This is an optimization exercise on Yosys and OpenROAD, whose aim is small area, a short achievable clock period and few clock cycles, not a production implementation.
Where RTL was checked, it was by simulation tests only, not by an equivalence proof against the original.
The clock port is modelled as an ideal driver, which makes a skipped or thinned clock tree look cheaper than it is; a real chip needs a root buffer or a tree.
Power figures rest on the tool's default switching activity, not on a simulated workload.

==> module mem_loop_top, before the edit <==
module mem_loop_top
#(
  parameter int DATA_WIDTH  = 32,
  parameter int BURST_LEN   = 4,
  parameter int ADDR_WIDTH  = 6,
  parameter int FIFO_DEPTH  = 16,
  parameter int READ_LAT    = 2,
  parameter int INIT_CYCLES = 32
) (
  input  logic                  clk0_tb,
  input  logic                  locked,
  input  logic                  in_valid,
  input  logic [DATA_WIDTH-1:0] in_data,
  output logic                  in_ready,
  output logic                  out_valid,
  output logic [DATA_WIDTH-1:0] out_data,
  input  logic                  out_ready,
  output logic                  init_done
);
  localparam int NS    = 8;                   
  localparam int GROUP = 8;                   
  localparam int PW    = $clog2(GROUP);
  localparam int REVS  = INIT_CYCLES / GROUP;
  localparam int RW    = $clog2(REVS);
  localparam int AW    = $clog2(NS + 1);
  logic [DATA_WIDTH-1:0] slot [0:NS-1];
  logic [NS-1:0]         v;          
  logic [PW-1:0]         in_pos;     
  logic [RW-1:0]         rev;        
  logic [AW-1:0]         avail;      
  logic                  g_free;     
  logic                  g_ordy;     
  logic                  g_iv;       
  logic                  g_iv_ordy;  
  logic                  out_valid_nxt;
  logic                  nz_nxt;
  logic                  last_nxt;
  logic                  init_nxt;
  logic                  in_take;
  logic                  group_in;   
  logic                  out_free;   
  logic                  gate;       
  logic                  to_out;
  logic [NS-1:0]         load;       
  logic [NS-1:0]         hole;       
  logic [NS-1:0]         v_nxt;
  logic                  in_ready_nxt;
  logic [PW-1:0]         in_pos_nxt;
  logic [AW-1:0]         avail_nxt;
  assign init_nxt = init_done || ((in_pos == PW'(GROUP - 1)) && (rev == RW'(REVS - 1)));
  assign in_take  = in_valid && in_ready;
  assign group_in = in_valid && (g_iv || g_iv_ordy);
  assign out_free = !out_valid || out_ready;
  assign gate     = g_free || (g_ordy && out_ready) || (g_iv && in_valid)
                    || (g_iv_ordy && in_valid && out_ready);
  assign to_out   = v[NS-1] && gate;
  always_comb begin
    hole[NS-1] = !v[NS-1];
    for (int i = NS - 2; i >= 1; i--) begin
      hole[i] = !v[i] || hole[i+1];
    end
    for (int i = 1; i < NS; i++) begin
      load[i] = hole[i] || g_free || (g_ordy && out_ready) || (g_iv && in_valid)
                || (g_iv_ordy && in_valid && out_ready);
    end
    hole[0] = 1'b0;
    load[0] = !v[0];
  end
  always_comb begin
    v_nxt[0] = (v[0] || in_take) && !load[1];
    v_nxt[1] = load[1] ? (v[0] || in_take) : v[1];
    for (int i = 2; i < NS; i++) begin
      v_nxt[i] = load[i] ? v[i-1] : v[i];
    end
  end
  always_comb begin
    in_pos_nxt = in_pos + PW'(in_take || !init_done);
    if (group_in) begin
      avail_nxt = to_out ? AW'(GROUP - 1) : AW'(GROUP);
    end else begin
      avail_nxt = avail - AW'(to_out);
    end
    in_ready_nxt = init_nxt && !v_nxt[0];
    out_valid_nxt = (out_valid && !out_ready) || to_out;
    nz_nxt = group_in || (avail > AW'(1)) || ((avail == AW'(1)) && !to_out);
    last_nxt = in_ready_nxt && (in_pos_nxt == PW'(GROUP - 1));
  end
  always_ff @(posedge clk0_tb or negedge locked) begin
    if (!locked) begin
      v         <= '0;
      in_pos    <= '0;
      rev       <= '0;
      avail     <= '0;
      g_free    <= 1'b0;
      g_ordy    <= 1'b0;
      g_iv      <= 1'b0;
      g_iv_ordy <= 1'b0;
      in_ready  <= 1'b0;
      out_valid <= 1'b0;
      init_done <= 1'b0;
    end else begin
      v         <= v_nxt;
      init_done <= init_nxt;
      in_pos    <= in_pos_nxt;
      if (!init_done && (in_pos == PW'(GROUP - 1))) begin
        rev <= rev + 1'b1;
      end
      avail     <= avail_nxt;
      g_free    <= nz_nxt && !out_valid_nxt;
      g_ordy    <= nz_nxt && out_valid_nxt;
      g_iv      <= last_nxt && !out_valid_nxt;
      g_iv_ordy <= last_nxt && out_valid_nxt;
      in_ready  <= in_ready_nxt;
      out_valid <= out_valid_nxt;
    end
  end
  always_ff @(posedge clk0_tb) begin
    if (load[0]) begin
      slot[0] <= in_data;
    end
    if (load[1]) begin
      slot[1] <= v[0] ? slot[0] : in_data;
    end
    for (int i = 2; i < NS; i++) begin
      if (load[i]) begin
        slot[i] <= slot[i-1];
      end
    end
    if (out_free) begin
      out_data <= slot[NS-1];
    end
  end
endmodule
export LEC_CHECK = 0
export ABC_CLOCK_PERIOD_IN_PS = 2500
export CAP_MARGIN = 20
export CORE_MARGIN = 2
export CORE_UTILIZATION = 55
export PLACE_DENSITY = 0.65
export SLEW_MARGIN = 20
export SYNTH_MEMORY_MAX_BITS = 16384
create_clock -name core_clock -period 8.0 [get_ports {clk0_tb}]
standard.sh (not shown) runs the stock make flow with config.mk's settings and CLKGATE_MAP_FILE= SYNTH_SCRIPT=/design/flow/synth_recipe.tcl, a recipe that flattens the netlist after the stock synthesis.
==> flow/flow/run.sh <==
#!/bin/bash
set -euo pipefail
cd "$(dirname "$0")/.."
export SETUP_SLACK_MARGIN=5.5
export BUFFER_PORTS_ARGS="-buffer_cell sky130_fd_sc_hd__buf_2"
export CTS_ARGS="-sink_clustering_enable -sink_clustering_size 30 -sink_clustering_max_diameter 120 -repair_clock_nets -dont_use_dummy_load"
export POST_GLOBAL_PLACE_TCL="$PWD/flow/inbuf.tcl"
export POST_CTS_TCL="$PWD/flow/bypass_root.tcl"
bash standard.sh > standard.log 2>&1
==> flow/flow/bypass_root.tcl <==
proc bypass_clock_root {} {
  set block [ord::get_db_block]
  set port_net [$block findNet clk0_tb]
  set loads [$port_net getITerms]
  if {[llength $loads] != 1} { puts "BYPASS: port feeds [llength $loads] pins, skipped"; return }
  set root [[lindex $loads 0] getInst]
  set out_net ""
  foreach it [$root getITerms] {
    if {[$it isOutputSignal]} { set out_net [$it getNet] }
  }
  set sinks {}
  foreach it [$out_net getITerms] { if {[$it getInst] != $root} { lappend sinks $it } }
  if {[llength $sinks] > 4} { puts "BYPASS: root feeds [llength $sinks] pins, skipped"; return }
  foreach it $sinks { $it disconnect; $it connect $port_net }
  puts "BYPASS: removed [$root getName], port now feeds [llength $sinks] pins"
  odb::dbInst_destroy $root
  odb::dbNet_destroy $out_net
}

bypass_clock_root
estimate_parasitics -placement
==> flow/flow/inbuf.tcl <==
# in_data port buffers as buf_1: each drives only the 8 buffer entries.
proc shrink_input_buffers {} {
  set db [ord::get_db]
  set block [ord::get_db_block]
  set m [$db findMaster sky130_fd_sc_hd__buf_1]
  set n 0
  foreach bt [$block getBTerms] {
    if {[$bt getIoType] ne "INPUT"} { continue }
    set net [$bt getNet]
    if {$net eq "NULL" || ![string match "in_data*" [$bt getName]]} { continue }
    foreach it [$net getITerms] {
      set inst [$it getInst]
      if {[[$inst getMaster] getName] eq "sky130_fd_sc_hd__buf_2"} {
        $inst swapMaster $m
        incr n
      }
    }
  }
  puts "shrink_input_buffers: $n input buffers now buf_1"
}
shrink_input_buffers
Next try:
==> flow/design.v (replaced) <==
package mem_pkg;
  typedef enum logic [1:0] {
    CMD_NOP   = 2'd0,
    CMD_WRITE = 2'd1,
    CMD_READ  = 2'd2
  } mem_cmd_t;
  typedef enum logic [1:0] {
    ST_WAIT_INIT = 2'd0,
    ST_IDLE      = 2'd1,
    ST_WRITE     = 2'd2,
    ST_READ      = 2'd3
  } sched_state_t;
endpackage
package stream_pkg;
  typedef enum logic {
    HALF_LO = 1'b0,
    HALF_HI = 1'b1
  } half_t;
endpackage
`timescale 1ns/1ps
module mem_loop_top
#(
  parameter int DATA_WIDTH  = 32,
  parameter int BURST_LEN   = 4,
  parameter int ADDR_WIDTH  = 6,
  parameter int FIFO_DEPTH  = 16,
  parameter int READ_LAT    = 2,
  parameter int INIT_CYCLES = 32
) (
  input  logic                  clk0_tb,
  input  logic                  locked,
  input  logic                  in_valid,
  input  logic [DATA_WIDTH-1:0] in_data,
  output logic                  in_ready,
  output logic                  out_valid,
  output logic [DATA_WIDTH-1:0] out_data,
  input  logic                  out_ready,
  output logic                  init_done
);
  localparam int NS    = 8;                   
  localparam int GROUP = 8;                   
  localparam int PW    = $clog2(GROUP);
  localparam int REVS  = INIT_CYCLES / GROUP;
  localparam int RW    = $clog2(REVS);
  localparam int AW    = $clog2(NS + 1);
  logic [DATA_WIDTH-1:0] slot [0:NS-1];
  logic [NS-1:0]         v;          
  logic [PW-1:0]         in_pos;     
  logic [RW-1:0]         rev;        
  logic [AW-1:0]         avail;      
  logic                  init_nxt;
  logic                  in_take;
  logic                  group_in;   
  logic                  out_free;   
  logic                  gate;       
  logic                  to_out;
  logic [NS-1:0]         load;       
  logic [NS-1:0]         v_nxt;
  assign init_nxt = init_done || ((in_pos == PW'(GROUP - 1)) && (rev == RW'(REVS - 1)));
  assign in_take  = in_valid && in_ready;
  assign group_in = in_take && (in_pos == PW'(GROUP - 1));
  assign out_free = !out_valid || out_ready;
  assign gate     = ((avail != '0) || group_in) && out_free;
  assign to_out   = v[NS-1] && gate;
  always_comb begin
    load[NS-1] = !v[NS-1] || gate;
    for (int i = NS - 2; i >= 1; i--) begin
      load[i] = !v[i] || load[i+1];
    end
    load[0] = !v[0];
  end
  always_comb begin
    v_nxt[0] = (v[0] || in_take) && !load[1];
    v_nxt[1] = load[1] ? (v[0] || in_take) : v[1];
    for (int i = 2; i < NS; i++) begin
      v_nxt[i] = load[i] ? v[i-1] : v[i];
    end
  end
  always_ff @(posedge clk0_tb or negedge locked) begin
    if (!locked) begin
      v         <= '0;
      in_pos    <= '0;
      rev       <= '0;
      avail     <= '0;
      in_ready  <= 1'b0;
      out_valid <= 1'b0;
      init_done <= 1'b0;
    end else begin
      v         <= v_nxt;
      init_done <= init_nxt;
      if (in_take || !init_done) begin
        in_pos <= in_pos + 1'b1;
      end
      if (!init_done && (in_pos == PW'(GROUP - 1))) begin
        rev <= rev + 1'b1;
      end
      if (group_in) begin
        avail <= to_out ? AW'(GROUP - 1) : AW'(GROUP);
      end else if (to_out) begin
        avail <= avail - 1'b1;
      end
      in_ready  <= init_nxt && !v_nxt[0];
      out_valid <= (out_valid && !out_ready) || to_out;
    end
  end
  always_ff @(posedge clk0_tb) begin
    if (load[0]) begin
      slot[0] <= in_data;
    end
    if (load[1]) begin
      slot[1] <= v[0] ? slot[0] : in_data;
    end
    for (int i = 2; i < NS; i++) begin
      if (load[i]) begin
        slot[i] <= slot[i-1];
      end
    end
    if (out_free) begin
      out_data <= slot[NS-1];
    end
  end
endmodule
Outcome:
- The changed run finished clean
- hold slack got worse by 12 ps
- non-clock buffer count goes down by 4
- core utilization goes down by 3.3 points
- wire length goes down by 19%
- count of clock-buffer cells in the layout does not change
- sequential cell count goes down by 4
- final cell count goes down by 2.4%
- synthesized area barely changes
- power goes down by 13%
- die area is about the same
- final area goes down by 5.0%
- synthesized cell count goes up by 1.2%
- first-iteration DRC count goes down by 17%
- setup slack improved by 220 ps
Testbench counts after the change, summed over its fixed seeds: cycles 7,339.
Only the layout flow was run in the first run of this note; the RTL was not checked for function there.

re-timing with driven ports:
The results above use ideal ports. As a check the final layouts listed here were re-extracted and re-timed, cells and wires unchanged.
Step 1: set_driving_cell puts a clkbuf_16 on clk0_tb and a buf_2 on each other input, an assumption about the parent block.
Step 2 adds t to the input delays and takes it off the output delays; t is the mean of the earliest and latest rising clock arrival at the registers after step 1. Input paths then give back, and output paths get back, about the clock's delay inside the block.
a / b / c = ideal / step 1 / step 2; a / b = the first two.
| run | t, ns | setup slack, ns | worst setup path at the end | worst data-port slew with drivers (ns) |
|---|---|---|---|---|
| the first run | 0.380 | 5.233 / 5.252 / 4.872 | input to register | 0.05 |
| the second run | 0.376 | 5.449 / 5.437 / 5.091 | input to register | 0.05 |
After both steps every run listed still meets setup and hold. For the first run, which loses most, drivers alone change the setup slack by +0.019 ns; drivers and shift together by -0.361 ns.
